Source: an optimization exercise on an open RTL-to-GDS flow (aim: small area, a short achievable clock period and few clock cycles per item). Production flows keep margins and buffers that such runs may drop. Function was checked by simulation only, so behaviour that the tests miss may differ from the original.

==> flow/design.v (outline; a module is shown in full before it is edited, if it fits) <==
// module mhdg_wrap: 19 lines
// module magnetometer_heading_core: 1667 lines
module magnetometer_heading_core #(
    parameter int CORDIC_STEPS = mhdg_pkg::CORDIC_STEPS_DEF,
    parameter int SAMPLE_WIDTH = mhdg_pkg::SAMPLE_WIDTH_DEF
) (
    input  logic                                i_clk,
    input  logic                                i_rst_n,
    input  logic                                i_s_tvalid,
    output logic                                o_s_tready,
    input  logic [mhdg_pkg::S_TDATA_W-1:0]      i_s_tdata,    
    input  logic                                i_s_tuser,    
    output logic                                o_m_tvalid,
    input  logic                                i_m_tready,
    output logic [mhdg_pkg::M_TDATA_W-1:0]      o_m_tdata,    
    input  logic                                i_cfg_we,
    input  logic [mhdg_pkg::CFG_IDX_W-1:0]      i_cfg_idx,
    input  logic [mhdg_pkg::CFG_DATA_W-1:0]     i_cfg_data
);
  // ...
==> flow/flow/run.sh <==
#!/bin/bash
# The standard layout, except that the port buffers buffer_ports inserts are
# sky130_fd_sc_hd__buf_4 cells rather than the library's default choice.
set -euo pipefail
bash standard.sh 'BUFFER_PORTS_ARGS=-buffer_cell sky130_fd_sc_hd__buf_4' finish > standard_sh.log 2>&1
==> flow/standard.sh <==
#!/bin/bash
# synth_recipe.tcl (not shown) runs the flow's synth.tcl, then flattens the netlist and writes it again
# the make line also repeats each setting of config.mk as NAME=value (left out here)
make -C /OpenROAD-flow-scripts/flow DESIGN_CONFIG=/design/flow/config.mk WORK_HOME=/design/flow/orfs CLKGATE_MAP_FILE= SYNTH_SCRIPT=/design/flow/synth_recipe.tcl "${@:-finish}"
==> flow/config.mk <==
export PLATFORM = sky130hd
export DESIGN_NAME = magnetometer_heading_core
export DESIGN_NICKNAME = magnetometer_heading_core
export VERILOG_FILES = /design/flow/design.v
export SDC_FILE = /design/flow/constraint.sdc
export NUM_CORES = 4
export LEC_CHECK = 0
export ABC_AREA = 1
export CAP_MARGIN = 20
export CORE_MARGIN = 2
export CORE_UTILIZATION = 40
export GPL_TIMING_DRIVEN = 0
export SLEW_MARGIN = 20
==> flow/constraint.sdc <==
create_clock -name core_clock -period 13.0 [get_ports {i_clk}]
set_input_delay 2.6000 -clock core_clock [delete_from_list [all_inputs] [get_ports {i_clk}]]
set_output_delay 2.6000 -clock core_clock [all_outputs]
set_load 0.01 [all_outputs]
==> results.sh, run 1 <==
export IMPL_outcome="complete, no violations"
export IMPL_r2r_slack_ns=8.83
export IMPL_hold_ws_ns=0.406
export IMPL_yosysSeqAreaShare=0.390
export IMPL_clk_pin_slew_ns=0.06
export IMPL_coreArea_um2=240000
export IMPL_synthXorXnorAreaFrac=0.127
export IMPL_placed_area_um2=102000
export IMPL_critical_path_required_ns=13.71
export IMPL_rsz0062_at_grt="no"
export IMPL_nClkBuffers=184
export IMPL_start_kind="primary input"
export IMPL_rows=180
export IMPL_min_period_over_period=0.350
export IMPL_inverters=1328
export IMPL_min_period_ns=4.55
export IMPL_endpoint_kind="register"
export IMPL_grt_pass1_wl_um=404000
export IMPL_maxCapViolCount=0
export IMPL_synth_edf_count=1143
export IMPL_setup_ws_ns=8.45
export IMPL_syn_inst=10400
export IMPL_dpl_cell_count=13700
export IMPL_numCtsBuffers=151
export IMPL_yosysUniqueCellTypes=80
export IMPL_antenna_found_initial=14
export IMPL_grt_overflow_total=0
export IMPL_syn_cell_area_um2=96300
export IMPL_die_height_um=495
export IMPL_met3_length_um=14200
export IMPL_r2r_start="r8_y_5[21]$_DFFE_PP_"
export IMPL_seq_cells=1305
export IMPL_synth_area_top_cells="edfxtp_1, ha_1, xor2_1, fa_1, nand2_1"
export IMPL_finish_instance_area_um2=107000
Testbench counts, summed over its fixed seeds: cycles 4,080, items 3,072.
==> run 2: changes to the inputs <==
--- a/flow/design.v
+++ b/flow/design.v
@@ -172,59 +172,59 @@
     logic [15:0] w2_mx;
     logic [0:0] w2_sx;
     logic [15:0] w2_my;
     logic [0:0] w2_sy;
     logic [24:0] w3_x_1;
     logic [24:0] w3_y_1;
     logic [0:0] w3_d_0;
     logic [0:0] w3_qv;
-    logic [0:0] w4_d_1;
+    logic [0:0] w3_d_1;
     logic [24:0] w4_y_2;
+    logic [0:0] w4_d_2;
     logic [24:0] w4_x_2;
-    logic [0:0] w5_d_2;
     logic [23:0] w5_y_3;
+    logic [0:0] w5_d_3;
     logic [24:0] w5_x_3;
-    logic [0:0] w6_d_3;
     logic [21:0] w6_y_4;
+    logic [0:0] w6_d_4;
     logic [24:0] w6_x_4;
-    logic [0:0] w7_d_4;
     logic [21:0] w7_y_5;
+    logic [0:0] w7_d_5;
     logic [24:0] w7_x_5;
-    logic [0:0] w8_d_5;
     logic [20:0] w8_y_6;
+    logic [0:0] w8_d_6;
     logic [24:0] w8_x_6;
-    logic [0:0] w9_d_6;
     logic [19:0] w9_y_7;
+    logic [0:0] w9_d_7;
     logic [24:0] w9_x_7;
-    logic [0:0] w10_d_7;
     logic [18:0] w10_y_8;
+    logic [0:0] w10_d_8;
     logic [24:0] w10_x_8;
-    logic [0:0] w11_d_8;
     logic [17:0] w11_y_9;
+    logic [0:0] w11_d_9;
     logic [24:0] w11_x_9;
-    logic [0:0] w12_d_9;
     logic [16:0] w12_y_10;
+    logic [0:0] w12_d_10;
     logic [24:0] w12_x_10;
     logic [0:0] w12_zero;
-    logic [0:0] w13_d_10;
     logic [15:0] w13_y_11;
+    logic [0:0] w13_d_11;
     logic [24:0] w13_x_11;
-    logic [0:0] w14_d_11;
     logic [14:0] w14_y_12;
+    logic [0:0] w14_d_12;
     logic [24:0] w14_x_12;
-    logic [0:0] w15_d_12;
     logic [13:0] w15_y_13;
+    logic [0:0] w15_d_13;
     logic [24:0] w15_x_13;
-    logic [0:0] w16_d_13;
     logic [12:0] w16_y_14;
+    logic [0:0] w16_d_14;
     logic [24:0] w16_x_14;
-    logic [0:0] w17_d_14;
     logic [11:0] w17_y_15;
-    logic [0:0] w18_d_15;
+    logic [0:0] w17_d_15;
     logic [25:0] w19_za;
     logic [25:0] w19_zb;
     logic [8:0] w20_deg;
     logic [0:0] r1_op;
     logic [0:0] r1_nx;
     logic [0:0] r1_ny;
     logic [8:0] r1_box;
     logic [8:0] r1_btx;
@@ -246,176 +246,190 @@
     logic [0:0] r3_sx;
     logic [15:0] r3_my;
     logic [0:0] r3_sy;
     logic [0:0] r4_op;
     logic [16:0] r4_x_1;
     logic [16:0] r4_y_1;
     logic [0:0] r4_d_0;
     logic [0:0] r4_qv;
+    logic [0:0] r4_d_1;
     logic [0:0] r5_op;
     logic [0:0] r5_d_0;
     logic [0:0] r5_qv;
     logic [0:0] r5_d_1;
     logic [17:0] r5_y_2;
+    logic [0:0] r5_d_2;
     logic [17:0] r5_x_2;
     logic [0:0] r6_op;
     logic [0:0] r6_d_0;
     logic [0:0] r6_qv;
     logic [0:0] r6_d_1;
     logic [0:0] r6_d_2;
     logic [18:0] r6_y_3;
+    logic [0:0] r6_d_3;
     logic [19:0] r6_x_3;
     logic [0:0] r7_op;
     logic [0:0] r7_d_0;
     logic [0:0] r7_qv;
     logic [0:0] r7_d_1;
     logic [0:0] r7_d_2;
     logic [0:0] r7_d_3;
     logic [19:0] r7_y_4;
+    logic [0:0] r7_d_4;
     logic [22:0] r7_x_4;
     logic [0:0] r8_op;
     logic [0:0] r8_d_0;
     logic [0:0] r8_qv;
     logic [0:0] r8_d_1;
     logic [0:0] r8_d_2;
     logic [0:0] r8_d_3;
     logic [0:0] r8_d_4;
     logic [21:0] r8_y_5;
+    logic [0:0] r8_d_5;
     logic [24:0] r8_x_5;
     logic [0:0] r9_op;
     logic [0:0] r9_d_0;
     logic [0:0] r9_qv;
     logic [0:0] r9_d_1;
     logic [0:0] r9_d_2;
     logic [0:0] r9_d_3;
     logic [0:0] r9_d_4;
     logic [0:0] r9_d_5;
     logic [20:0] r9_y_6;
+    logic [0:0] r9_d_6;
     logic [24:0] r9_x_6;
     logic [0:0] r10_op;
     logic [0:0] r10_d_0;
     logic [0:0] r10_qv;
     logic [0:0] r10_d_1;
     logic [0:0] r10_d_2;
     logic [0:0] r10_d_3;
     logic [0:0] r10_d_4;
     logic [0:0] r10_d_5;
     logic [0:0] r10_d_6;
     logic [19:0] r10_y_7;
+    logic [0:0] r10_d_7;
     logic [24:0] r10_x_7;
     logic [0:0] r11_op;
     logic [0:0] r11_d_0;
     logic [0:0] r11_qv;
     logic [0:0] r11_d_1;
     logic [0:0] r11_d_2;
     logic [0:0] r11_d_3;
     logic [0:0] r11_d_4;
     logic [0:0] r11_d_5;
     logic [0:0] r11_d_6;
     logic [0:0] r11_d_7;
     logic [18:0] r11_y_8;
+    logic [0:0] r11_d_8;
     logic [24:0] r11_x_8;
     logic [0:0] r12_op;
     logic [0:0] r12_d_0;
     logic [0:0] r12_qv;
     logic [0:0] r12_d_1;
     logic [0:0] r12_d_2;
     logic [0:0] r12_d_3;
     logic [0:0] r12_d_4;
     logic [0:0] r12_d_5;
     logic [0:0] r12_d_6;
     logic [0:0] r12_d_7;
     logic [0:0] r12_d_8;
     logic [17:0] r12_y_9;
+    logic [0:0] r12_d_9;
     logic [24:0] r12_x_9;
     logic [0:0] r13_op;
     logic [0:0] r13_d_0;
     logic [0:0] r13_qv;
     logic [0:0] r13_d_1;
     logic [0:0] r13_d_2;
     logic [0:0] r13_d_3;
     logic [0:0] r13_d_4;
     logic [0:0] r13_d_5;
     logic [0:0] r13_d_6;
     logic [0:0] r13_d_7;
     logic [0:0] r13_d_8;
     logic [0:0] r13_d_9;
     logic [16:0] r13_y_10;
+    logic [0:0] r13_d_10;
     logic [24:0] r13_x_10;
     logic [0:0] r13_zero;
     logic [0:0] r14_op;
     logic [0:0] r14_d_0;
     logic [0:0] r14_qv;
     logic [0:0] r14_d_1;
     logic [0:0] r14_d_2;
     logic [0:0] r14_d_3;
     logic [0:0] r14_d_4;
     logic [0:0] r14_d_5;
     logic [0:0] r14_d_6;
     logic [0:0] r14_d_7;
     logic [0:0] r14_d_8;
     logic [0:0] r14_d_9;
-    logic [0:0] r14_zero;
     logic [0:0] r14_d_10;
+    logic [0:0] r14_zero;
     logic [15:0] r14_y_11;
+    logic [0:0] r14_d_11;
     logic [24:0] r14_x_11;
     logic [0:0] r15_op;
     logic [0:0] r15_d_0;
     logic [0:0] r15_qv;
     logic [0:0] r15_d_1;
     logic [0:0] r15_d_2;
     logic [0:0] r15_d_3;
     logic [0:0] r15_d_4;
     logic [0:0] r15_d_5;
     logic [0:0] r15_d_6;
     logic [0:0] r15_d_7;
     logic [0:0] r15_d_8;
     logic [0:0] r15_d_9;
-    logic [0:0] r15_zero;
     logic [0:0] r15_d_10;
+    logic [0:0] r15_zero;
     logic [0:0] r15_d_11;
     logic [14:0] r15_y_12;
+    logic [0:0] r15_d_12;
     logic [24:0] r15_x_12;
     logic [0:0] r16_op;
     logic [0:0] r16_d_0;
     logic [0:0] r16_qv;
     logic [0:0] r16_d_1;
     logic [0:0] r16_d_2;
     logic [0:0] r16_d_3;
     logic [0:0] r16_d_4;
     logic [0:0] r16_d_5;
     logic [0:0] r16_d_6;
     logic [0:0] r16_d_7;
     logic [0:0] r16_d_8;
     logic [0:0] r16_d_9;
-    logic [0:0] r16_zero;
     logic [0:0] r16_d_10;
+    logic [0:0] r16_zero;
     logic [0:0] r16_d_11;
     logic [0:0] r16_d_12;
     logic [13:0] r16_y_13;
+    logic [0:0] r16_d_13;
     logic [24:0] r16_x_13;
     logic [0:0] r17_op;
     logic [0:0] r17_d_0;
     logic [0:0] r17_qv;
     logic [0:0] r17_d_1;
     logic [0:0] r17_d_2;
     logic [0:0] r17_d_3;
     logic [0:0] r17_d_4;
     logic [0:0] r17_d_5;
     logic [0:0] r17_d_6;
     logic [0:0] r17_d_7;
     logic [0:0] r17_d_8;
     logic [0:0] r17_d_9;
-    logic [0:0] r17_zero;
     logic [0:0] r17_d_10;
+    logic [0:0] r17_zero;
     logic [0:0] r17_d_11;
     logic [0:0] r17_d_12;
     logic [0:0] r17_d_13;
     logic [12:0] r17_y_14;
+    logic [0:0] r17_d_14;
     logic [24:0] r17_x_14;
     logic [0:0] r18_op;
     logic [0:0] r18_zero;
     logic [25:0] r18_za;
     logic [25:0] r18_zb;
     logic [0:0] r19_op;
     logic [8:0] r19_deg;
     logic r1_v;
@@ -1166,146 +1180,173 @@
     wire w3_vsx = r_swap ? r3_sy : r3_sx;
     wire w3_vsy = r_swap ? r3_sx : r3_sy;
     wire [16:0] w3_sm = {1'b0, r3_mx} + {1'b0, r3_my};
     wire [16:0] w3_dxy = {1'b0, r3_mx} - {1'b0, r3_my};
     wire [16:0] w3_dyx = {1'b0, r3_my} - {1'b0, r3_mx};
     assign w3_x_1 = {w3_sm, 8'd0};
     assign w3_y_1 = {(w3_vsx ^ r_swap ^ w3_vsy) ? w3_dxy : w3_dyx, 8'd0};
     assign w3_d_0 = !w3_vsy;
+    assign w3_d_1 = !w3_y_1[24];
     assign w3_qv = w3_vsx;
     wire [24:0] s4_x_1 = {r4_x_1, 8'd0};
     wire [24:0] s4_y_1 = {r4_y_1, 8'd0};
-    assign w4_d_1 = !s4_y_1[24];
+    wire w4_dy = !s4_y_1[24];
     wire [24:0] w4_xs = {{1{1'b0}}, s4_x_1[24:1]};
     wire [24:0] w4_yl = s4_y_1[24:0];
-    wire [25:0] w4_ya = {w4_yl, 1'b1} + {w4_xs ^ {25{w4_d_1}}, w4_d_1};
+    wire [25:0] w4_ya = {w4_yl, 1'b1} + {w4_xs ^ {25{w4_dy}}, w4_dy};
     assign w4_y_2 = w4_ya[25:1];
-    wire [24:0] w4_ys = {{1{s4_y_1[24]}}, s4_y_1[24:1]};
-    wire [25:0] w4_xa = {s4_x_1, 1'b1} + {w4_ys ^ {25{!w4_d_1}}, !w4_d_1};
+    assign w4_d_2 = !w4_ya[25];
+    wire w4_m = !r4_d_1;
+    wire [24:0] w4_ys = {2'd0, s4_y_1[23:1] ^ {23{w4_m}}};
+    wire [25:0] w4_xa = {s4_x_1, 1'b1} + {w4_ys, w4_m};
     assign w4_x_2 = w4_xa[25:1];
     wire [24:0] s5_y_2 = {r5_y_2, 7'd0};
     wire [24:0] s5_x_2 = {r5_x_2, 7'd0};
-    assign w5_d_2 = !s5_y_2[24];
+    wire w5_dy = !s5_y_2[24];
     wire [23:0] w5_xs = {{1{1'b0}}, s5_x_2[24:2]};
     wire [23:0] w5_yl = s5_y_2[23:0];
-    wire [24:0] w5_ya = {w5_yl, 1'b1} + {w5_xs ^ {24{w5_d_2}}, w5_d_2};
+    wire [24:0] w5_ya = {w5_yl, 1'b1} + {w5_xs ^ {24{w5_dy}}, w5_dy};
     assign w5_y_3 = w5_ya[24:1];
-    wire [24:0] w5_ys = {{2{s5_y_2[24]}}, s5_y_2[24:2]};
-    wire [25:0] w5_xa = {s5_x_2, 1'b1} + {w5_ys ^ {25{!w5_d_2}}, !w5_d_2};
+    assign w5_d_3 = !w5_ya[24];
+    wire w5_m = !r5_d_2;
+    wire [24:0] w5_ys = {3'd0, s5_y_2[23:2] ^ {22{w5_m}}};
+    wire [25:0] w5_xa = {s5_x_2, 1'b1} + {w5_ys, w5_m};
     assign w5_x_3 = w5_xa[25:1];
     wire [23:0] s6_y_3 = {r6_y_3, 5'd0};
     wire [24:0] s6_x_3 = {r6_x_3, 5'd0};
-    assign w6_d_3 = !s6_y_3[23];
+    wire w6_dy = !s6_y_3[23];
     wire [21:0] w6_xs = s6_x_3[24:3];
     wire [21:0] w6_yl = s6_y_3[21:0];
-    wire [22:0] w6_ya = {w6_yl, 1'b1} + {w6_xs ^ {22{w6_d_3}}, w6_d_3};
+    wire [22:0] w6_ya = {w6_yl, 1'b1} + {w6_xs ^ {22{w6_dy}}, w6_dy};
     assign w6_y_4 = w6_ya[22:1];
-    wire [24:0] w6_ys = {{4{s6_y_3[23]}}, s6_y_3[23:3]};
-    wire [25:0] w6_xa = {s6_x_3, 1'b1} + {w6_ys ^ {25{!w6_d_3}}, !w6_d_3};
+    assign w6_d_4 = !w6_ya[22];
+    wire w6_m = !r6_d_3;
+    wire [24:0] w6_ys = {5'd0, s6_y_3[22:3] ^ {20{w6_m}}};
+    wire [25:0] w6_xa = {s6_x_3, 1'b1} + {w6_ys, w6_m};
     assign w6_x_4 = w6_xa[25:1];
     wire [21:0] s7_y_4 = {r7_y_4, 2'd0};
     wire [24:0] s7_x_4 = {r7_x_4, 2'd0};
-    assign w7_d_4 = !s7_y_4[21];
+    wire w7_dy = !s7_y_4[21];
     wire [21:0] w7_xs = {{1{1'b0}}, s7_x_4[24:4]};
     wire [21:0] w7_yl = s7_y_4[21:0];
-    wire [22:0] w7_ya = {w7_yl, 1'b1} + {w7_xs ^ {22{w7_d_4}}, w7_d_4};
+    wire [22:0] w7_ya = {w7_yl, 1'b1} + {w7_xs ^ {22{w7_dy}}, w7_dy};
     assign w7_y_5 = w7_ya[22:1];
-    wire [24:0] w7_ys = {{7{s7_y_4[21]}}, s7_y_4[21:4]};
-    wire [25:0] w7_xa = {s7_x_4, 1'b1} + {w7_ys ^ {25{!w7_d_4}}, !w7_d_4};
+    assign w7_d_5 = !w7_ya[22];
+    wire w7_m = !r7_d_4;
+    wire [24:0] w7_ys = {8'd0, s7_y_4[20:4] ^ {17{w7_m}}};
+    wire [25:0] w7_xa = {s7_x_4, 1'b1} + {w7_ys, w7_m};
     assign w7_x_5 = w7_xa[25:1];
-    assign w8_d_5 = !r8_y_5[21];
+    wire w8_dy = !r8_y_5[21];
     wire [20:0] w8_xs = {{1{1'b0}}, r8_x_5[24:5]};
     wire [20:0] w8_yl = r8_y_5[20:0];
-    wire [21:0] w8_ya = {w8_yl, 1'b1} + {w8_xs ^ {21{w8_d_5}}, w8_d_5};
+    wire [21:0] w8_ya = {w8_yl, 1'b1} + {w8_xs ^ {21{w8_dy}}, w8_dy};
     assign w8_y_6 = w8_ya[21:1];
-    wire [24:0] w8_ys = {{8{r8_y_5[21]}}, r8_y_5[21:5]};
-    wire [25:0] w8_xa = {r8_x_5, 1'b1} + {w8_ys ^ {25{!w8_d_5}}, !w8_d_5};
+    assign w8_d_6 = !w8_ya[21];
+    wire w8_m = !r8_d_5;
+    wire [24:0] w8_ys = {9'd0, r8_y_5[20:5] ^ {16{w8_m}}};
+    wire [25:0] w8_xa = {r8_x_5, 1'b1} + {w8_ys, w8_m};
     assign w8_x_6 = w8_xa[25:1];
-    assign w9_d_6 = !r9_y_6[20];
+    wire w9_dy = !r9_y_6[20];
     wire [19:0] w9_xs = {{1{1'b0}}, r9_x_6[24:6]};
     wire [19:0] w9_yl = r9_y_6[19:0];
-    wire [20:0] w9_ya = {w9_yl, 1'b1} + {w9_xs ^ {20{w9_d_6}}, w9_d_6};
+    wire [20:0] w9_ya = {w9_yl, 1'b1} + {w9_xs ^ {20{w9_dy}}, w9_dy};
     assign w9_y_7 = w9_ya[20:1];
-    wire [24:0] w9_ys = {{10{r9_y_6[20]}}, r9_y_6[20:6]};
-    wire [25:0] w9_xa = {r9_x_6, 1'b1} + {w9_ys ^ {25{!w9_d_6}}, !w9_d_6};
+    assign w9_d_7 = !w9_ya[20];
+    wire w9_m = !r9_d_6;
+    wire [24:0] w9_ys = {11'd0, r9_y_6[19:6] ^ {14{w9_m}}};
+    wire [25:0] w9_xa = {r9_x_6, 1'b1} + {w9_ys, w9_m};
     assign w9_x_7 = w9_xa[25:1];
-    assign w10_d_7 = !r10_y_7[19];
+    wire w10_dy = !r10_y_7[19];
     wire [18:0] w10_xs = {{1{1'b0}}, r10_x_7[24:7]};
     wire [18:0] w10_yl = r10_y_7[18:0];
-    wire [19:0] w10_ya = {w10_yl, 1'b1} + {w10_xs ^ {19{w10_d_7}}, w10_d_7};
+    wire [19:0] w10_ya = {w10_yl, 1'b1} + {w10_xs ^ {19{w10_dy}}, w10_dy};
     assign w10_y_8 = w10_ya[19:1];
-    wire [24:0] w10_ys = {{12{r10_y_7[19]}}, r10_y_7[19:7]};
-    wire [25:0] w10_xa = {r10_x_7, 1'b1} + {w10_ys ^ {25{!w10_d_7}}, !w10_d_7};
+    assign w10_d_8 = !w10_ya[19];
+    wire w10_m = !r10_d_7;
+    wire [24:0] w10_ys = {13'd0, r10_y_7[18:7] ^ {12{w10_m}}};
+    wire [25:0] w10_xa = {r10_x_7, 1'b1} + {w10_ys, w10_m};
     assign w10_x_8 = w10_xa[25:1];
-    assign w11_d_8 = !r11_y_8[18];
+    wire w11_dy = !r11_y_8[18];
     wire [17:0] w11_xs = {{1{1'b0}}, r11_x_8[24:8]};
     wire [17:0] w11_yl = r11_y_8[17:0];
-    wire [18:0] w11_ya = {w11_yl, 1'b1} + {w11_xs ^ {18{w11_d_8}}, w11_d_8};
+    wire [18:0] w11_ya = {w11_yl, 1'b1} + {w11_xs ^ {18{w11_dy}}, w11_dy};
     assign w11_y_9 = w11_ya[18:1];
-    wire [24:0] w11_ys = {{14{r11_y_8[18]}}, r11_y_8[18:8]};
-    wire [25:0] w11_xa = {r11_x_8, 1'b1} + {w11_ys ^ {25{!w11_d_8}}, !w11_d_8};
+    assign w11_d_9 = !w11_ya[18];
+    wire w11_m = !r11_d_8;
+    wire [24:0] w11_ys = {15'd0, r11_y_8[17:8] ^ {10{w11_m}}};
+    wire [25:0] w11_xa = {r11_x_8, 1'b1} + {w11_ys, w11_m};
     assign w11_x_9 = w11_xa[25:1];
-    assign w12_d_9 = !r12_y_9[17];
+    wire w12_dy = !r12_y_9[17];
     wire [16:0] w12_xs = {{1{1'b0}}, r12_x_9[24:9]};
     wire [16:0] w12_yl = r12_y_9[16:0];
-    wire [17:0] w12_ya = {w12_yl, 1'b1} + {w12_xs ^ {17{w12_d_9}}, w12_d_9};
+    wire [17:0] w12_ya = {w12_yl, 1'b1} + {w12_xs ^ {17{w12_dy}}, w12_dy};
     assign w12_y_10 = w12_ya[17:1];
+    assign w12_d_10 = !w12_ya[17];
     assign w12_zero = (r12_x_9[24:8] == 17'd0);
-    wire [24:0] w12_ys = {{16{r12_y_9[17]}}, r12_y_9[17:9]};
-    wire [25:0] w12_xa = {r12_x_9, 1'b1} + {w12_ys ^ {25{!w12_d_9}}, !w12_d_9};
+    wire w12_m = !r12_d_9;
+    wire [24:0] w12_ys = {17'd0, r12_y_9[16:9] ^ {8{w12_m}}};
+    wire [25:0] w12_xa = {r12_x_9, 1'b1} + {w12_ys, w12_m};
     assign w12_x_10 = w12_xa[25:1];
-    assign w13_d_10 = !r13_y_10[16];
+    wire w13_dy = !r13_y_10[16];
     wire [15:0] w13_xs = {{1{1'b0}}, r13_x_10[24:10]};
     wire [15:0] w13_yl = r13_y_10[15:0];
-    wire [16:0] w13_ya = {w13_yl, 1'b1} + {w13_xs ^ {16{w13_d_10}}, w13_d_10};
+    wire [16:0] w13_ya = {w13_yl, 1'b1} + {w13_xs ^ {16{w13_dy}}, w13_dy};
     assign w13_y_11 = w13_ya[16:1];
-    wire [24:0] w13_ys = {{18{r13_y_10[16]}}, r13_y_10[16:10]};
-    wire [25:0] w13_xa = {r13_x_10, 1'b1} + {w13_ys ^ {25{!w13_d_10}}, !w13_d_10};
+    assign w13_d_11 = !w13_ya[16];
+    wire w13_m = !r13_d_10;
+    wire [24:0] w13_ys = {19'd0, r13_y_10[15:10] ^ {6{w13_m}}};
+    wire [25:0] w13_xa = {r13_x_10, 1'b1} + {w13_ys, w13_m};
     assign w13_x_11 = w13_xa[25:1];
-    assign w14_d_11 = !r14_y_11[15];
+    wire w14_dy = !r14_y_11[15];
     wire [14:0] w14_xs = {{1{1'b0}}, r14_x_11[24:11]};
     wire [14:0] w14_yl = r14_y_11[14:0];
-    wire [15:0] w14_ya = {w14_yl, 1'b1} + {w14_xs ^ {15{w14_d_11}}, w14_d_11};
+    wire [15:0] w14_ya = {w14_yl, 1'b1} + {w14_xs ^ {15{w14_dy}}, w14_dy};
     assign w14_y_12 = w14_ya[15:1];
-    wire [24:0] w14_ys = {{20{r14_y_11[15]}}, r14_y_11[15:11]};
-    wire [25:0] w14_xa = {r14_x_11, 1'b1} + {w14_ys ^ {25{!w14_d_11}}, !w14_d_11};
+    assign w14_d_12 = !w14_ya[15];
+    wire w14_m = !r14_d_11;
+    wire [24:0] w14_ys = {21'd0, r14_y_11[14:11] ^ {4{w14_m}}};
+    wire [25:0] w14_xa = {r14_x_11, 1'b1} + {w14_ys, w14_m};
     assign w14_x_12 = w14_xa[25:1];
-    assign w15_d_12 = !r15_y_12[14];
+    wire w15_dy = !r15_y_12[14];
     wire [13:0] w15_xs = {{1{1'b0}}, r15_x_12[24:12]};
     wire [13:0] w15_yl = r15_y_12[13:0];
-    wire [14:0] w15_ya = {w15_yl, 1'b1} + {w15_xs ^ {14{w15_d_12}}, w15_d_12};
+    wire [14:0] w15_ya = {w15_yl, 1'b1} + {w15_xs ^ {14{w15_dy}}, w15_dy};
     assign w15_y_13 = w15_ya[14:1];
-    wire [24:0] w15_ys = {{22{r15_y_12[14]}}, r15_y_12[14:12]};
-    wire [25:0] w15_xa = {r15_x_12, 1'b1} + {w15_ys ^ {25{!w15_d_12}}, !w15_d_12};
+    assign w15_d_13 = !w15_ya[14];
+    wire w15_m = !r15_d_12;
+    wire [24:0] w15_ys = {23'd0, r15_y_12[13:12] ^ {2{w15_m}}};
+    wire [25:0] w15_xa = {r15_x_12, 1'b1} + {w15_ys, w15_m};
     assign w15_x_13 = w15_xa[25:1];
-    assign w16_d_13 = !r16_y_13[13];
+    wire w16_dy = !r16_y_13[13];
     wire [12:0] w16_xs = {{1{1'b0}}, r16_x_13[24:13]};
     wire [12:0] w16_yl = r16_y_13[12:0];
-    wire [13:0] w16_ya = {w16_yl, 1'b1} + {w16_xs ^ {13{w16_d_13}}, w16_d_13};
+    wire [13:0] w16_ya = {w16_yl, 1'b1} + {w16_xs ^ {13{w16_dy}}, w16_dy};
     assign w16_y_14 = w16_ya[13:1];
-    wire [24:0] w16_ys = {{24{r16_y_13[13]}}, r16_y_13[13:13]};
-    wire [25:0] w16_xa = {r16_x_13, 1'b1} + {w16_ys ^ {25{!w16_d_13}}, !w16_d_13};
+    assign w16_d_14 = !w16_ya[13];
+    wire w16_m = !r16_d_13;
+    wire [24:0] w16_ys = 25'd0;
+    wire [25:0] w16_xa = {r16_x_13, 1'b1} + {w16_ys, w16_m};
     assign w16_x_14 = w16_xa[25:1];
-    assign w17_d_14 = !r17_y_14[12];
+    wire w17_dy = !r17_y_14[12];
     wire [11:0] w17_xs = {{1{1'b0}}, r17_x_14[24:14]};
     wire [11:0] w17_yl = r17_y_14[11:0];
-    wire [12:0] w17_ya = {w17_yl, 1'b1} + {w17_xs ^ {12{w17_d_14}}, w17_d_14};
+    wire [12:0] w17_ya = {w17_yl, 1'b1} + {w17_xs ^ {12{w17_dy}}, w17_dy};
     assign w17_y_15 = w17_ya[12:1];
-    assign w18_d_15 = !w17_y_15[11];
+    assign w17_d_15 = !w17_ya[12];
     wire [4:0] w19_zsel0 = {r17_qv, r17_d_0, r17_d_1, r17_d_2, r17_d_3};
     wire [831:0] w19_ztab0 = {26'd11506246, 26'd10572356, 26'd9666488, 26'd8732598, 26'd8024312, 26'd7090422, 26'd6184554, 26'd5250664, 26'd60920390, 26'd59986500, 26'd59080632, 26'd58146742, 26'd57438456, 26'd56504566, 26'd55598698, 26'd54664808, 26'd5608006, 26'd4674116, 26'd3768248, 26'd2834358, 26'd2126072, 26'd1192182, 26'd286314, 26'd66461288, 26'd66818630, 26'd65884740, 26'd64978872, 26'd64044982, 26'd63336696, 26'd62402806, 26'd61496938, 26'd60563048};
     wire [25:0] w19_zlut0 = w19_ztab0[w19_zsel0 * 26 +: 26];
     wire [3:0] w19_zsel1 = {r17_d_4, r17_d_5, r17_d_6, r17_d_7};
     wire [415:0] w19_ztab1 = {26'd879368, 26'd820698, 26'd762036, 26'd703366, 26'd644760, 26'd586090, 26'd527428, 26'd468758, 26'd410610, 26'd351940, 26'd293278, 26'd234608, 26'd176002, 26'd117332, 26'd58670, 26'd0};
     wire [25:0] w19_zlut1 = w19_ztab1[w19_zsel1 * 26 +: 26];
     wire [3:0] w19_zsel2 = {r17_d_8, r17_d_9, r17_d_10, r17_d_11};
     wire [415:0] w19_ztab2 = {26'd55004, 26'd51338, 26'd47670, 26'd44004, 26'd40336, 26'd36670, 26'd33002, 26'd29336, 26'd25668, 26'd22002, 26'd18334, 26'd14668, 26'd11000, 26'd7334, 26'd3666, 26'd0};
     wire [25:0] w19_zlut2 = w19_ztab2[w19_zsel2 * 26 +: 26];
-    wire [2:0] w19_zsel3 = {r17_d_12, r17_d_13, w17_d_14};
+    wire [2:0] w19_zsel3 = {r17_d_12, r17_d_13, r17_d_14};
     wire [207:0] w19_ztab3 = {26'd3208, 26'd2750, 26'd2292, 26'd1834, 26'd1374, 26'd916, 26'd458, 26'd0};
     wire [25:0] w19_zlut3 = w19_ztab3[w19_zsel3 * 26 +: 26];
     wire w19_zt1 = (w19_zlut0[1]) ^ (w19_zlut1[1]);
     wire w19_zt2 = (w19_zlut0[1]) & (w19_zlut1[1]);
     wire w19_zt3 = (w19_zlut0[2]) ^ (w19_zlut1[2]) ^ (w19_zlut2[2]);
     wire w19_zt4 = ((w19_zlut0[2]) & (w19_zlut1[2])) | ((w19_zlut0[2]) & (w19_zlut2[2])) | ((w19_zlut1[2]) & (w19_zlut2[2]));
     wire w19_zt5 = (w19_zlut0[3]) ^ (w19_zlut1[3]);
     wire w19_zt6 = (w19_zlut0[3]) & (w19_zlut1[3]);
@@ -1402,30 +1443,30 @@
     wire w19_zt97 = (w19_zt44) ^ (w19_zt45) ^ (w19_zlut2[23]);
     wire w19_zt98 = ((w19_zt44) & (w19_zt45)) | ((w19_zt44) & (w19_zlut2[23])) | ((w19_zt45) & (w19_zlut2[23]));
     wire w19_zt99 = (w19_zt46) ^ (w19_zt47) ^ (w19_zlut2[24]);
     wire w19_zt100 = ((w19_zt46) & (w19_zt47)) | ((w19_zt46) & (w19_zlut2[24])) | ((w19_zt47) & (w19_zlut2[24]));
     wire w19_zt101 = (w19_zt48) ^ (w19_zt49) ^ (w19_zlut2[25]);
     wire w19_zt102 = ((w19_zt48) & (w19_zt49)) | ((w19_zt48) & (w19_zlut2[25])) | ((w19_zt49) & (w19_zlut2[25]));
     wire w19_zt103 = (w19_zt51) ^ (w19_zlut2[0]);
     wire w19_zt104 = (w19_zt51) & (w19_zlut2[0]);
-    wire w19_zt105 = (w19_zt52) ^ (w19_zt53) ^ (w18_d_15);
-    wire w19_zt106 = ((w19_zt52) & (w19_zt53)) | ((w19_zt52) & (w18_d_15)) | ((w19_zt53) & (w18_d_15));
-    wire w19_zt107 = (w19_zt54) ^ (w19_zt55) ^ (w18_d_15);
-    wire w19_zt108 = ((w19_zt54) & (w19_zt55)) | ((w19_zt54) & (w18_d_15)) | ((w19_zt55) & (w18_d_15));
+    wire w19_zt105 = (w19_zt52) ^ (w19_zt53) ^ (w17_d_15);
+    wire w19_zt106 = ((w19_zt52) & (w19_zt53)) | ((w19_zt52) & (w17_d_15)) | ((w19_zt53) & (w17_d_15));
+    wire w19_zt107 = (w19_zt54) ^ (w19_zt55) ^ (w17_d_15);
+    wire w19_zt108 = ((w19_zt54) & (w19_zt55)) | ((w19_zt54) & (w17_d_15)) | ((w19_zt55) & (w17_d_15));
     wire w19_zt109 = (w19_zt56) ^ (w19_zt57) ^ (w19_zlut3[3]);
     wire w19_zt110 = ((w19_zt56) & (w19_zt57)) | ((w19_zt56) & (w19_zlut3[3])) | ((w19_zt57) & (w19_zlut3[3]));
     wire w19_zt111 = (w19_zt58) ^ (w19_zt59) ^ (w19_zlut3[4]);
     wire w19_zt112 = ((w19_zt58) & (w19_zt59)) | ((w19_zt58) & (w19_zlut3[4])) | ((w19_zt59) & (w19_zlut3[4]));
-    wire w19_zt113 = (w19_zt60) ^ (w19_zt61) ^ (w18_d_15);
-    wire w19_zt114 = ((w19_zt60) & (w19_zt61)) | ((w19_zt60) & (w18_d_15)) | ((w19_zt61) & (w18_d_15));
-    wire w19_zt115 = (w19_zt62) ^ (w19_zt63) ^ (w18_d_15);
-    wire w19_zt116 = ((w19_zt62) & (w19_zt63)) | ((w19_zt62) & (w18_d_15)) | ((w19_zt63) & (w18_d_15));
-    wire w19_zt117 = (w19_zt64) ^ (w19_zt65) ^ (w18_d_15);
-    wire w19_zt118 = ((w19_zt64) & (w19_zt65)) | ((w19_zt64) & (w18_d_15)) | ((w19_zt65) & (w18_d_15));
+    wire w19_zt113 = (w19_zt60) ^ (w19_zt61) ^ (w17_d_15);
+    wire w19_zt114 = ((w19_zt60) & (w19_zt61)) | ((w19_zt60) & (w17_d_15)) | ((w19_zt61) & (w17_d_15));
+    wire w19_zt115 = (w19_zt62) ^ (w19_zt63) ^ (w17_d_15);
+    wire w19_zt116 = ((w19_zt62) & (w19_zt63)) | ((w19_zt62) & (w17_d_15)) | ((w19_zt63) & (w17_d_15));
+    wire w19_zt117 = (w19_zt64) ^ (w19_zt65) ^ (w17_d_15);
+    wire w19_zt118 = ((w19_zt64) & (w19_zt65)) | ((w19_zt64) & (w17_d_15)) | ((w19_zt65) & (w17_d_15));
     wire w19_zt119 = (w19_zt66) ^ (w19_zt67) ^ (w19_zlut3[8]);
     wire w19_zt120 = ((w19_zt66) & (w19_zt67)) | ((w19_zt66) & (w19_zlut3[8])) | ((w19_zt67) & (w19_zlut3[8]));
     wire w19_zt121 = (w19_zt68) ^ (w19_zt69) ^ (w19_zlut3[9]);
     wire w19_zt122 = ((w19_zt68) & (w19_zt69)) | ((w19_zt68) & (w19_zlut3[9])) | ((w19_zt69) & (w19_zlut3[9]));
     wire w19_zt123 = (w19_zt70) ^ (w19_zt71) ^ (w19_zlut3[10]);
     wire w19_zt124 = ((w19_zt70) & (w19_zt71)) | ((w19_zt70) & (w19_zlut3[10])) | ((w19_zt71) & (w19_zlut3[10]));
     wire w19_zt125 = (w19_zt72) ^ (w19_zt73) ^ (w19_zlut3[11]);
     wire w19_zt126 = ((w19_zt72) & (w19_zt73)) | ((w19_zt72) & (w19_zlut3[11])) | ((w19_zt73) & (w19_zlut3[11]));
@@ -1492,176 +1533,190 @@
             r3_sx <= w2_sx;
             r3_my <= w2_my;
             r3_sy <= w2_sy;
             r4_op <= r3_op;
             r4_x_1 <= w3_x_1[24:8];
             r4_y_1 <= w3_y_1[24:8];
             r4_d_0 <= w3_d_0;
             r4_qv <= w3_qv;
+            r4_d_1 <= w3_d_1;
             r5_op <= r4_op;
             r5_d_0 <= r4_d_0;
             r5_qv <= r4_qv;
-            r5_d_1 <= w4_d_1;
+            r5_d_1 <= r4_d_1;
             r5_y_2 <= w4_y_2[24:7];
+            r5_d_2 <= w4_d_2;
             r5_x_2 <= w4_x_2[24:7];
             r6_op <= r5_op;
             r6_d_0 <= r5_d_0;
             r6_qv <= r5_qv;
             r6_d_1 <= r5_d_1;
-            r6_d_2 <= w5_d_2;
+            r6_d_2 <= r5_d_2;
             r6_y_3 <= w5_y_3[23:5];
+            r6_d_3 <= w5_d_3;
             r6_x_3 <= w5_x_3[24:5];
             r7_op <= r6_op;
             r7_d_0 <= r6_d_0;
             r7_qv <= r6_qv;
             r7_d_1 <= r6_d_1;
             r7_d_2 <= r6_d_2;
-            r7_d_3 <= w6_d_3;
+            r7_d_3 <= r6_d_3;
             r7_y_4 <= w6_y_4[21:2];
+            r7_d_4 <= w6_d_4;
             r7_x_4 <= w6_x_4[24:2];
             r8_op <= r7_op;
             r8_d_0 <= r7_d_0;
             r8_qv <= r7_qv;
             r8_d_1 <= r7_d_1;
             r8_d_2 <= r7_d_2;
             r8_d_3 <= r7_d_3;
-            r8_d_4 <= w7_d_4;
+            r8_d_4 <= r7_d_4;
             r8_y_5 <= w7_y_5;
+            r8_d_5 <= w7_d_5;
             r8_x_5 <= w7_x_5;
             r9_op <= r8_op;
             r9_d_0 <= r8_d_0;
             r9_qv <= r8_qv;
             r9_d_1 <= r8_d_1;
             r9_d_2 <= r8_d_2;
             r9_d_3 <= r8_d_3;
             r9_d_4 <= r8_d_4;
-            r9_d_5 <= w8_d_5;
+            r9_d_5 <= r8_d_5;
             r9_y_6 <= w8_y_6;
+            r9_d_6 <= w8_d_6;
             r9_x_6 <= w8_x_6;
             r10_op <= r9_op;
             r10_d_0 <= r9_d_0;
             r10_qv <= r9_qv;
             r10_d_1 <= r9_d_1;
             r10_d_2 <= r9_d_2;
             r10_d_3 <= r9_d_3;
             r10_d_4 <= r9_d_4;
             r10_d_5 <= r9_d_5;
-            r10_d_6 <= w9_d_6;
+            r10_d_6 <= r9_d_6;
             r10_y_7 <= w9_y_7;
+            r10_d_7 <= w9_d_7;
             r10_x_7 <= w9_x_7;
             r11_op <= r10_op;
             r11_d_0 <= r10_d_0;
             r11_qv <= r10_qv;
             r11_d_1 <= r10_d_1;
             r11_d_2 <= r10_d_2;
             r11_d_3 <= r10_d_3;
             r11_d_4 <= r10_d_4;
             r11_d_5 <= r10_d_5;
             r11_d_6 <= r10_d_6;
-            r11_d_7 <= w10_d_7;
+            r11_d_7 <= r10_d_7;
             r11_y_8 <= w10_y_8;
+            r11_d_8 <= w10_d_8;
             r11_x_8 <= w10_x_8;
             r12_op <= r11_op;
             r12_d_0 <= r11_d_0;
             r12_qv <= r11_qv;
             r12_d_1 <= r11_d_1;
             r12_d_2 <= r11_d_2;
             r12_d_3 <= r11_d_3;
             r12_d_4 <= r11_d_4;
             r12_d_5 <= r11_d_5;
             r12_d_6 <= r11_d_6;
             r12_d_7 <= r11_d_7;
-            r12_d_8 <= w11_d_8;
+            r12_d_8 <= r11_d_8;
             r12_y_9 <= w11_y_9;
+            r12_d_9 <= w11_d_9;
             r12_x_9 <= w11_x_9;
             r13_op <= r12_op;
             r13_d_0 <= r12_d_0;
             r13_qv <= r12_qv;
             r13_d_1 <= r12_d_1;
             r13_d_2 <= r12_d_2;
             r13_d_3 <= r12_d_3;
             r13_d_4 <= r12_d_4;
             r13_d_5 <= r12_d_5;
             r13_d_6 <= r12_d_6;
             r13_d_7 <= r12_d_7;
             r13_d_8 <= r12_d_8;
-            r13_d_9 <= w12_d_9;
+            r13_d_9 <= r12_d_9;
             r13_y_10 <= w12_y_10;
+            r13_d_10 <= w12_d_10;
             r13_x_10 <= w12_x_10;
             r13_zero <= w12_zero;
             r14_op <= r13_op;
             r14_d_0 <= r13_d_0;
             r14_qv <= r13_qv;
             r14_d_1 <= r13_d_1;
             r14_d_2 <= r13_d_2;
             r14_d_3 <= r13_d_3;
             r14_d_4 <= r13_d_4;
             r14_d_5 <= r13_d_5;
             r14_d_6 <= r13_d_6;
             r14_d_7 <= r13_d_7;
             r14_d_8 <= r13_d_8;
             r14_d_9 <= r13_d_9;
+            r14_d_10 <= r13_d_10;
             r14_zero <= r13_zero;
-            r14_d_10 <= w13_d_10;
             r14_y_11 <= w13_y_11;
+            r14_d_11 <= w13_d_11;
             r14_x_11 <= w13_x_11;
             r15_op <= r14_op;
             r15_d_0 <= r14_d_0;
             r15_qv <= r14_qv;
             r15_d_1 <= r14_d_1;
             r15_d_2 <= r14_d_2;
             r15_d_3 <= r14_d_3;
             r15_d_4 <= r14_d_4;
             r15_d_5 <= r14_d_5;
             r15_d_6 <= r14_d_6;
             r15_d_7 <= r14_d_7;
             r15_d_8 <= r14_d_8;
             r15_d_9 <= r14_d_9;
-            r15_zero <= r14_zero;
             r15_d_10 <= r14_d_10;
-            r15_d_11 <= w14_d_11;
+            r15_zero <= r14_zero;
+            r15_d_11 <= r14_d_11;
             r15_y_12 <= w14_y_12;
+            r15_d_12 <= w14_d_12;
             r15_x_12 <= w14_x_12;
             r16_op <= r15_op;
             r16_d_0 <= r15_d_0;
             r16_qv <= r15_qv;
             r16_d_1 <= r15_d_1;
             r16_d_2 <= r15_d_2;
             r16_d_3 <= r15_d_3;
             r16_d_4 <= r15_d_4;
             r16_d_5 <= r15_d_5;
             r16_d_6 <= r15_d_6;
             r16_d_7 <= r15_d_7;
             r16_d_8 <= r15_d_8;
             r16_d_9 <= r15_d_9;
-            r16_zero <= r15_zero;
             r16_d_10 <= r15_d_10;
+            r16_zero <= r15_zero;
             r16_d_11 <= r15_d_11;
-            r16_d_12 <= w15_d_12;
+            r16_d_12 <= r15_d_12;
             r16_y_13 <= w15_y_13;
+            r16_d_13 <= w15_d_13;
             r16_x_13 <= w15_x_13;
             r17_op <= r16_op;
             r17_d_0 <= r16_d_0;
             r17_qv <= r16_qv;
             r17_d_1 <= r16_d_1;
             r17_d_2 <= r16_d_2;
             r17_d_3 <= r16_d_3;
             r17_d_4 <= r16_d_4;
             r17_d_5 <= r16_d_5;
             r17_d_6 <= r16_d_6;
             r17_d_7 <= r16_d_7;
             r17_d_8 <= r16_d_8;
             r17_d_9 <= r16_d_9;
-            r17_zero <= r16_zero;
             r17_d_10 <= r16_d_10;
+            r17_zero <= r16_zero;
             r17_d_11 <= r16_d_11;
             r17_d_12 <= r16_d_12;
-            r17_d_13 <= w16_d_13;
+            r17_d_13 <= r16_d_13;
             r17_y_14 <= w16_y_14;
+            r17_d_14 <= w16_d_14;
             r17_x_14 <= w16_x_14;
             r18_op <= r17_op;
             r18_zero <= r17_zero;
             r18_za <= w19_za;
             r18_zb <= w19_zb;
             r19_op <= r18_op;
             r19_deg <= w20_deg;
         end
==> run 2 against run 1 <==
Still clean. Synthesized cell count fell by 0.16%. Fmax up 5.7%. Non-clock buffer count rose by 7. Die area increased by 0.19%. Register-to-register slack worse by 0.13 ns. Area after synthesis is 0.19% higher. Count of clock-buffer cells in the layout increased by 7. First-iteration DRC count shrank 3.8%. Sequential cell count is 14 higher. Critical path type is now reg2reg. Largest cell class unchanged. Highest routed layer is now met4.
==> results.sh, run 2 <==
export IMPL_outcome="complete, no violations"
export IMPL_dr_pass1_iters=9
export IMPL_cts_setup_buffers=0
export IMPL_ys_ff_latch=1319
export IMPL_drive_gt1_frac=0.0458
export IMPL_grt_use_total=0.210
export IMPL_synth_edf_count=1157
export IMPL_cts_num_sinks=1319
export IMPL_start_util=0.402
export IMPL_multi_input_area_um2=52000
export IMPL_yosysUniqueCellTypes=75
export IMPL_clk_path_buf_depth=3
export IMPL_coreArea_um2=240000
export IMPL_die_area_um2=245000
export IMPL_max_freq_mhz=233
export IMPL_dr_first_iter_drc_count=5431
export IMPL_skew_ns=0.0576
export IMPL_synthFlopType="edfxtp_1"
export IMPL_min_period_over_period=0.331
export IMPL_yosysSeqAreaShare=0.394
export IMPL_wirelength_um=261000
export IMPL_hp_class="reg2reg"
export IMPL_seqCellArea_um2=38000
export IMPL_timing_hold_violations_final=0
export IMPL_die_w_um=495
export IMPL_ios=91
export IMPL_most_common_layout_cells="nand2_1, inv_1, edfxtp_1"
export IMPL_grt_pass1_wl_um=406000
export IMPL_min_period_ns=4.30
export IMPL_avgSynthCellArea_um2=9.27
export IMPL_yosysTopAreaCell="edfxtp_1"
export IMPL_synth_area_top_cells="edfxtp_1, ha_1, xor2_1, fa_1, nand2_1"
export IMPL_tightest_slew_ns=1.14
export IMPL_cts_tree="yes"
export IMPL_relSlewSlack=0.240
export IMPL_path_max_fanout=10
export IMPL_numCtsBuffers=153
export IMPL_syn_cell_area_um2=96500
export IMPL_final_max_slew_violation_count=0
export IMPL_vias=72200
export IMPL_syn_to_final_growth_pct=10.7
export IMPL_hold_buffers=0
export IMPL_antenna_found_initial=5
export IMPL_first_global_vias=72300
export IMPL_maxCapViolCount=0
export IMPL_critical_path_required_ns=13.50
export IMPL_htreeDepth=4
export IMPL_viasPerCell=5.16
export IMPL_endpoint_kind="register"
export IMPL_synth_warnings=2
export IMPL_cts_resized=0
export IMPL_start_kind="register"
export IMPL_pre_cts_ws_ns=7.98
export IMPL_rows=180
export IMPL_crit_type="reg2reg"
export IMPL_setup_viol=0
export IMPL_n_fill_cell=23000
export IMPL_ant_nets=0
export IMPL_finalSetupTns_ns=0
export IMPL_rsz0062_at_grt="no"
export IMPL_async_flop_share=0
export IMPL_biggestRegsByFlops="r2_rax x40, r2_ray x40"
export IMPL_grt_overflow_total=0
export IMPL_drc_errors=0
export IMPL_cts_root_buffer="clkbuf_16"
export IMPL_cp_arrival_ns=4.80
export IMPL_synth_most_common_cell="nand2_1"
export IMPL_nNetsFinal=11800
export IMPL_clock_latency_ns=0.82
export IMPL_place_hpwl_um=211000
export IMPL_synth_common_cells="nand2_1, inv_1, edfxtp_1, xor2_1, ha_1"
export IMPL_syn_inst=10400
export IMPL_setup_ws_ns=8.70
export IMPL_die_height_um=495
export IMPL_routedWlPerCell_um=18.7
export IMPL_place_congestion=0.952
export IMPL_grt_max_degree=64
export IMPL_synth_top_area_share=0.360
export IMPL_portBuffers=84
export IMPL_clk_pin_slew_ns=0.06
export IMPL_final_common_cell="nand2_1"
## run 2: cell types whose count changed after synthesis, moves of 14 or more
cell	change
nand3_1	-51
xor2_1	-122
a21oi_1	+26
a21o_1	+20
inv_1	+71
nand2_1	-49
xnor2_1	+130
o21bai_1	+18
edfxtp_1	+14
clkinv_1	-19
## run 2: cell families after synthesis
group,after synthesis,share of synthesized area
AOI/OAI and AO/OA,1909,0.112
DFF,1319,0.394
and+or+nand+nor,2979,0.128
xor gates and xnor gates,1401,0.127
adders and majority gates,1104,0.171
buffers and inverters,1696,0.0676
muxes,3,0.000311
other,1,0.0000389
## run 2: cell type report
| class | count | share of cell area |
|---|---|---|
| Antenna cell | 3 | 0.0000702 |
| Buffer | 322 | 0.0128 |
| Clock buffer | 191 | 0.0390 |
| Clock inverter | 82 | 0.00938 |
| Inverter | 1374 | 0.0483 |
| Multi-Input combinational cell | 7402 | 0.487 |
| Sequential cell | 1319 | 0.355 |
| Tap cell | 3185 | 0.0373 |
| Timing Repair Buffer | 105 | 0.0111 |
## run 2: per-layer routing
layer,vias up,wire length [um],track usage
li1,35400,-,-
met1,34400,116000,0.279
met2,1898,122000,0.351
met3,471,12700,0.0278
met4,0,10100,0.0771
met5,-,0,0
## run 2: final timing paths
| check | slack, ns | end | start | cells after the start |
|---|---|---|---|---|
| setup / recovery | 8.70 | r5_y_2[15]$_DFFE_PP_ | r4_y_1[16]$_DFFE_PP_ | 13 |
| setup reg to reg | 8.70 | r5_y_2[15]$_DFFE_PP_ | r4_y_1[16]$_DFFE_PP_ | 13 |
| hold reg to reg | 0.40 | r17_d_12$_DFFE_PP_ | r16_d_12$_DFFE_PP_ | 0 |
| hold / removal | 0.40 | r17_d_12$_DFFE_PP_ | r16_d_12$_DFFE_PP_ | 0 |
## run 2: critical path: stages (launching register included)
cell and delay (ns):
edfxtp_1 0.36, clkbuf_1 0.59, clkbuf_1 0.58, xnor2_1 0.16, ha_1 0.39, a21oi_1 0.25, o21ai_0 0.20, a21oi_1 0.27
o21ai_0 0.19, a21oi_1 0.37, inv_1 0.08, a21oi_1 0.22, o21ai_0 0.14, xor2_1 0.19
## run 2: metrics by stage
step / util / hold WS (ns) / area (um^2) / cells
2_1_floorplan: - / 0.400 / 96500 / 10400
3_3_place_gp: 0.421 / 0.401 / 101000 / 13700
3_5_place_dp: 0.423 / 0.405 / 102000 / 13700
4_1_cts: 0.445 / 0.401 / 107000 / 14000
5_1_grt: 0.445 / 0.410 / 107000 / 14000
6_report: 0.445 / 0.400 / 107000 / 14000
Testbench counts of run 2, summed over its fixed seeds: cycles 4,080, items 3,072.
==> run 3: changes to the inputs <==
--- a/flow/config.mk
+++ b/flow/config.mk
@@ -12,2 +12,3 @@
 export GPL_TIMING_DRIVEN = 0
+export PLACE_DENSITY = 0.75
 export SLEW_MARGIN = 20
==> run 3 against run 2 <==
Wire length is 6.6% lower. Setup slack worse by 0.11 ns. Clock skew down 0.0038 ns. Count of clock-buffer cells in the layout decreased by 6. Fmax is 2.4% lower. Global-route usage is 1.5 points lower. Non-clock buffer count increased by 2. Synthesized cell count unchanged. First-iteration DRC count increased by 6.3%.
==> results.sh, run 3 <==
export IMPL_maxCapViolCount=0
export IMPL_tightest_slew_ns=1.12
export IMPL_finish_instance_area_um2=107000
export IMPL_synth_compound_area_share=0.112
export IMPL_cts_setup_buffers=0
export IMPL_synth_warnings=2
export IMPL_grt_max_degree=64
export IMPL_setup_ws_ns=8.59
export IMPL_htreeDepth=4
export IMPL_vias=71900
export IMPL_utilization=0.446
export IMPL_clock_latency_ns=0.84
export IMPL_clk_pin_slew_ns=0.06
export IMPL_synth_common_cells="nand2_1, inv_1, edfxtp_1, xor2_1, ha_1"
export IMPL_hold_buffers=0
export IMPL_die_height_um=495
export IMPL_async_flop_share=0
export IMPL_first_global_vias=70200
export IMPL_relSlewSlack=0.255
export IMPL_synth_most_common_cell="nand2_1"
export IMPL_synth_top_area_share=0.360
export IMPL_routedWlPerCell_um=17.4
export IMPL_hp_class="reg2reg"
export IMPL_place_congestion=0.979
export IMPL_ios=91
export IMPL_syn_inst=10400
export IMPL_numCtsBuffers=153
export IMPL_cp_arrival_ns=5.05
export IMPL_cpMostUsedCell="clkbuf_1"
export IMPL_synthMuxAreaShare=0.000311
export IMPL_min_period_ns=4.41
export IMPL_grt_overflow_total=0
export IMPL_syn_cell_area_um2=96500
export IMPL_start_util=0.402
export IMPL_drc_errors=0
export IMPL_antenna_found_initial=7
export IMPL_final_max_slew_violation_count=0
export IMPL_cp_cell_sequence="buf_4 > clkbuf_1 > clkbuf_1 > o21ai_0 > a21oi_1"
export IMPL_path_max_fanout=10
export IMPL_min_path_cells=0
export IMPL_cts_num_sinks=1319
export IMPL_dr_pass1_iters=7
export IMPL_nNetsFinal=11800
export IMPL_ys_ff_latch=1319
export IMPL_critical_path_required_ns=13.65
export IMPL_synth_area_top_cells="edfxtp_1, ha_1, xor2_1, fa_1, nand2_1"
export IMPL_synth_top_family_by_area="adder cells"
export IMPL_place_hpwl_um=194000
export IMPL_synth_fa_ha_area_frac=0.171
export IMPL_start_kind="primary input"
export IMPL_rsz0062_at_grt="no"
export IMPL_max_freq_mhz=227
export IMPL_pre_cts_ws_ns=7.79
export IMPL_ant_nets=0
export IMPL_cts_resized=0
export IMPL_r2r_cells=13
export IMPL_endpoint_kind="register"
export IMPL_die_area_um2=245000
export IMPL_synthSimpleGateAreaFrac=0.128
export IMPL_synth_edf_count=1157
export IMPL_cpPeakStageDelay_ns=0.90
export IMPL_cts_tree="yes"
export IMPL_skew_ns=0.0538
export IMPL_synthFlopType="edfxtp_1"
export IMPL_cts_root_buffer="clkbuf_16"
export IMPL_portBuffers=84
export IMPL_viasPerCell=5.14
export IMPL_drive_gt1_frac=0.0484
export IMPL_syn_to_final_growth_pct=11.1
export IMPL_synthXorXnorAreaFrac=0.127
export IMPL_clk_path_buf_depth=3
export IMPL_die_w_um=495
export IMPL_coreArea_um2=240000
export IMPL_rows=180
export IMPL_setup_viol=0
export IMPL_biggestRegsByFlops="r2_rax x40, r2_ray x40"
export IMPL_avgSynthCellArea_um2=9.27
export IMPL_grt_use_total=0.196
export IMPL_min_period_over_period=0.339
export IMPL_wirelength_um=244000
export IMPL_most_common_layout_cells="nand2_1, inv_1, edfxtp_1"
export IMPL_crit_type="in2reg"
export IMPL_dr_first_iter_drc_count=5771
export IMPL_timing_hold_violations_final=0
export IMPL_final_common_cell="nand2_1"
export IMPL_outcome="complete, no violations"
export IMPL_yosysSeqAreaShare=0.394
export IMPL_yosysTopAreaCell="edfxtp_1"
export IMPL_grt_pass1_wl_um=381000
export IMPL_placed_area_um2=102000
export IMPL_finalSetupTns_ns=0
export IMPL_yosysUniqueCellTypes=75
export IMPL_crit_slowest_cell="clkbuf_1"
## run 3: cell types whose count changed in the layout (fill, tap and decap cells not counted), sizes merged
cell / change
buf: +2
bufinv: +7
clkbuf: -6
clkinv: +2
clkinvlp: +6
inv: +3
## run 3: final cells by class
class | count | area, um^2
Fill cell | 22700 | 133000
Multi-Input combinational cell | 7402 | 52000
Sequential cell | 1319 | 38000
Inverter | 1374 | 5160
Clock buffer | 185 | 4080
Tap cell | 3185 | 3990
Clock inverter | 100 | 1370
Buffer | 322 | 1360
Timing Repair Buffer | 107 | 1210
Antenna cell | 3 | 7.51
## run 3: metrics by stage
| step | cells | hold slack (ns) |
|---|---|---|
| after floorplan | 10400 | 0.400 |
| after global placement | 13700 | 0.401 |
| after detailed placement | 13700 | 0.405 |
| after CTS | 14000 | 0.397 |
| after global routing | 14000 | 0.403 |
| final | 14000 | 0.397 |
## run 3: worst paths after layout
path | slack, ns | endpoint | start
setup / recovery | 8.59 | r_swap$_SDFFE_PN0P_ | i_rst_n
hold / removal | 0.40 | r8_d_0$_DFFE_PP_ | r7_d_0$_DFFE_PP_
setup reg to reg | 8.84 | r5_y_2[15]$_DFFE_PP_ | r4_y_1[16]$_DFFE_PP_
hold reg to reg | 0.40 | r8_d_0$_DFFE_PP_ | r7_d_0$_DFFE_PP_
## run 3: cell families after synthesis
| group | after synthesis |
|---|---|
| compound gates | 1909 |
| xor+xnor | 1401 |
| fa+ha+maj | 1104 |
| buf+inv | 1696 |
| flops | 1319 |
| mux | 3 |
| other cells | 1 |
| simple gates | 2979 |
## run 3: per-layer routing
layer | track usage | vias to the layer above | routed length [um]
met2 | 0.329 | 2198 | 115000
li1 | - | 35400 | -
met5 | 0 | - | 14
met3 | 0.0286 | 472 | 14900
met1 | 0.254 | 33800 | 105000
met4 | 0.0743 | 2 | 9490
## run 3: critical path, delay by kind of cell
| family | cells | cell delay, ns |
|---|---|---|
| buffers and inverters | 3 | 1.76 |
| AOI/OAI and AO/OA | 2 | 0.68 |
==> run 4: changes to the inputs <==
--- a/flow/config.mk
+++ b/flow/config.mk
@@ -10,5 +10,4 @@
 export CORE_MARGIN = 2
-export CORE_UTILIZATION = 40
+export CORE_UTILIZATION = 50
 export GPL_TIMING_DRIVEN = 0
-export PLACE_DENSITY = 0.75
 export SLEW_MARGIN = 20
==> run 4 against run 3 <==
Still clean on timing, DRC and antenna. Die area fell by 20%. Area after synthesis unchanged. Global-route usage is 7.5 points higher. Setup slack better by 0.12 ns. Wire length rose by 11%. Cell area is 0.90% lower. Worst hold slack got worse by 0.017 ns. Critical path type unchanged.
==> results.sh, run 4 <==
export IMPL_clk_path_buf_depth=3
export IMPL_finalSetupTns_ns=0
export IMPL_synth_edf_count=1157
export IMPL_coreArea_um2=192000
export IMPL_htreeDepth=4
export IMPL_place_hpwl_um=219000
export IMPL_cts_root_buffer="clkbuf_16"
export IMPL_synth_most_common_cell="nand2_1"
export IMPL_yosysUniqueCellTypes=75
export IMPL_ios=91
export IMPL_crit_cells=9
export IMPL_cp_buffers_inverters=5
export IMPL_numCtsBuffers=154
export IMPL_min_period_over_period=0.329
export IMPL_vias=72800
export IMPL_pre_cts_ws_ns=7.96
export IMPL_yosysSeqAreaShare=0.394
export IMPL_maxCapViolCount=0
export IMPL_start_util=0.502
export IMPL_synth_area_top_cells="edfxtp_1, ha_1, xor2_1, fa_1, nand2_1"
export IMPL_dpl_cell_count=13000
export IMPL_syn_inst=10400
export IMPL_cts_num_sinks=1319
export IMPL_relSlewSlack=0.241
export IMPL_grt_max_degree=64
export IMPL_hp_class="reg2reg"
export IMPL_outcome="complete, no violations"
export IMPL_final_common_cell="nand2_1"
export IMPL_clock_latency_ns=0.84
export IMPL_grt_overflow_total=0
export IMPL_cts_resized=0
export IMPL_tightest_slew_ns=1.14
export IMPL_crit_type="in2reg"
export IMPL_first_global_vias=71400
export IMPL_cts_setup_buffers=0
export IMPL_drc_errors=0
export IMPL_path_max_fanout=10
export IMPL_nNetsFinal=11800
export IMPL_critical_path_required_ns=13.64
export IMPL_ant_nets=0
export IMPL_grt_pass1_wl_um=413000
export IMPL_viasPerCell=5.46
export IMPL_cp_arrival_ns=4.92
export IMPL_hold_buffers=0
export IMPL_setup_ws_ns=8.72
export IMPL_drive_gt1_frac=0.0469
export IMPL_dr_pass1_iters=6
export IMPL_yosysTopAreaCell="edfxtp_1"
export IMPL_synthFlopType="edfxtp_1"
export IMPL_dr_first_iter_drc_count=5634
export IMPL_min_path_cells=0
export IMPL_die_area_um2=197000
export IMPL_start_kind="primary input"
export IMPL_die_height_um=443
export IMPL_grt_use_total=0.271
export IMPL_min_period_ns=4.28
export IMPL_avgSynthCellArea_um2=9.27
export IMPL_synth_warnings=2
export IMPL_die_w_um=443
export IMPL_syn_to_final_growth_pct=10.1
export IMPL_ys_ff_latch=1319
export IMPL_final_max_slew_violation_count=0
export IMPL_async_flop_share=0
export IMPL_cp_cell_sequence="buf_4 > inv_1 > nor2_1 > nand2_1 > nor2_1 > inv_1 > clkbuf_1 > clkbuf_1 > a21oi_1"
export IMPL_biggestRegsByFlops="r2_rax x40, r2_ray x40"
export IMPL_max_freq_mhz=234
export IMPL_crit_slowest_cell="nor2_1"
export IMPL_cts_tree="yes"
export IMPL_clk_pin_slew_ns=0.06
export IMPL_hold_ws_ns=0.380
export IMPL_synth_common_cells="nand2_1, inv_1, edfxtp_1, xor2_1, ha_1"
export IMPL_r2r_slack_ns=8.90
export IMPL_r2r_cells=8
export IMPL_place_congestion=0.960
export IMPL_timing_hold_violations_final=0
export IMPL_most_common_layout_cells="nand2_1, inv_1, edfxtp_1"
export IMPL_synth_top_area_share=0.360
export IMPL_syn_cell_area_um2=96500
export IMPL_antenna_found_initial=10
export IMPL_finalNonFillerCells=13300
export IMPL_portBuffers=84
export IMPL_setup_viol=0
export IMPL_routedWlPerCell_um=20.3
export IMPL_endpoint_kind="register"
export IMPL_skew_ns=0.0488
export IMPL_cp_top_family="buffers and inverters"
export IMPL_wirelength_um=270000
export IMPL_cpPeakStageDelay_ns=0.59
export IMPL_rows=161
export IMPL_finish_instance_area_um2=106000
export IMPL_rsz0062_at_grt="no"
export IMPL_placed_area_um2=101000
run 4: logic make-up after synthesis:
| kind of cell | Yosys count | share of synthesized area |
|---|---|---|
| multiplexers | 3 | 0.000311 |
| flip-flops | 1319 | 0.394 |
| AO/OA/AOI/OAI | 1909 | 0.112 |
| XOR/XNOR | 1401 | 0.127 |
| adder cells (fa/ha/maj) | 1104 | 0.171 |
| AND/OR/NAND/NOR | 2979 | 0.128 |
| buffers and inverters | 1696 | 0.0676 |
| other | 1 | 0.0000389 |
run 4: final cells by class:
type / count / area (um^2)
Clock buffer: 198 / 4180
Timing Repair Buffer: 106 / 1210
Inverter: 1374 / 5160
Sequential cell: 1319 / 38000
Buffer: 322 / 1370
Fill cell: 17500 / 85900
Tap cell: 2526 / 3160
Multi-Input combinational cell: 7402 / 52000
Clock inverter: 85 / 1130
Antenna cell: 5 / 12.5
run 4: through the flow:
step / util
5_1_grt: 0.553
6_report: 0.553
3_5_place_dp: 0.525
2_1_floorplan: -
3_3_place_gp: 0.522
4_1_cts: 0.553
run 4: final timing paths:
path                  startpoint                        end
min            r10_d_0$_DFFE_PP_          r11_d_0$_DFFE_PP_
max                     i_cfg_we  r_gain_y[22]$_SDFFE_PN0P_
min reg2reg    r10_d_0$_DFFE_PP_          r11_d_0$_DFFE_PP_
max reg2reg  r1_bny[4]$_DFFE_PP_       r2_rby[21]$_DFFE_PP_
run 4: routing by layer:
metal	part of all wire	wire length, um	global-route usage	vias to the layer above
li1	-	-	-	35500
met1	0.45	121000	0.367	35000
met2	0.47	127000	0.450	1929
met3	0.047	12700	0.0329	440
met4	0.035	9470	0.0936	4
met5	0.00010	27	0	-

-- what the ideal ports hide --
The flow's constraints put no driver on any port. The routed layouts listed below were extracted and timed again, unchanged, in two steps.
Step 1, drivers: a clkbuf_16 drives i_clk and a buf_2 each remaining input, both assumed.
Step 2 moves the port delays by t, midway between the first and last clock arrival at a register: inputs arrive t later, outputs are due t later. That takes back most of the time a late clock gives input paths.
a / b / c = ideal / step 1 / step 2; a / b = the first two.
run | t, ns | setup slack, ns | clock arrival spread, ns
run 1 | 0.885 | 8.454 / 8.483 / 7.599 | 0.064 / 0.065
run 2 | 0.881 | 8.699 / 8.699 / 7.900 | 0.061 / 0.062
run 3 | 0.896 | 8.594 / 8.622 / 7.726 | 0.074 / 0.074
run 4 | 0.897 | 8.718 / 8.776 / 7.879 | 0.053 / 0.053
After both steps setup and hold are still met in every run listed. The setup slack of run 3, which loses most, moves by +0.028 ns with the drivers and by -0.868 ns with both steps.
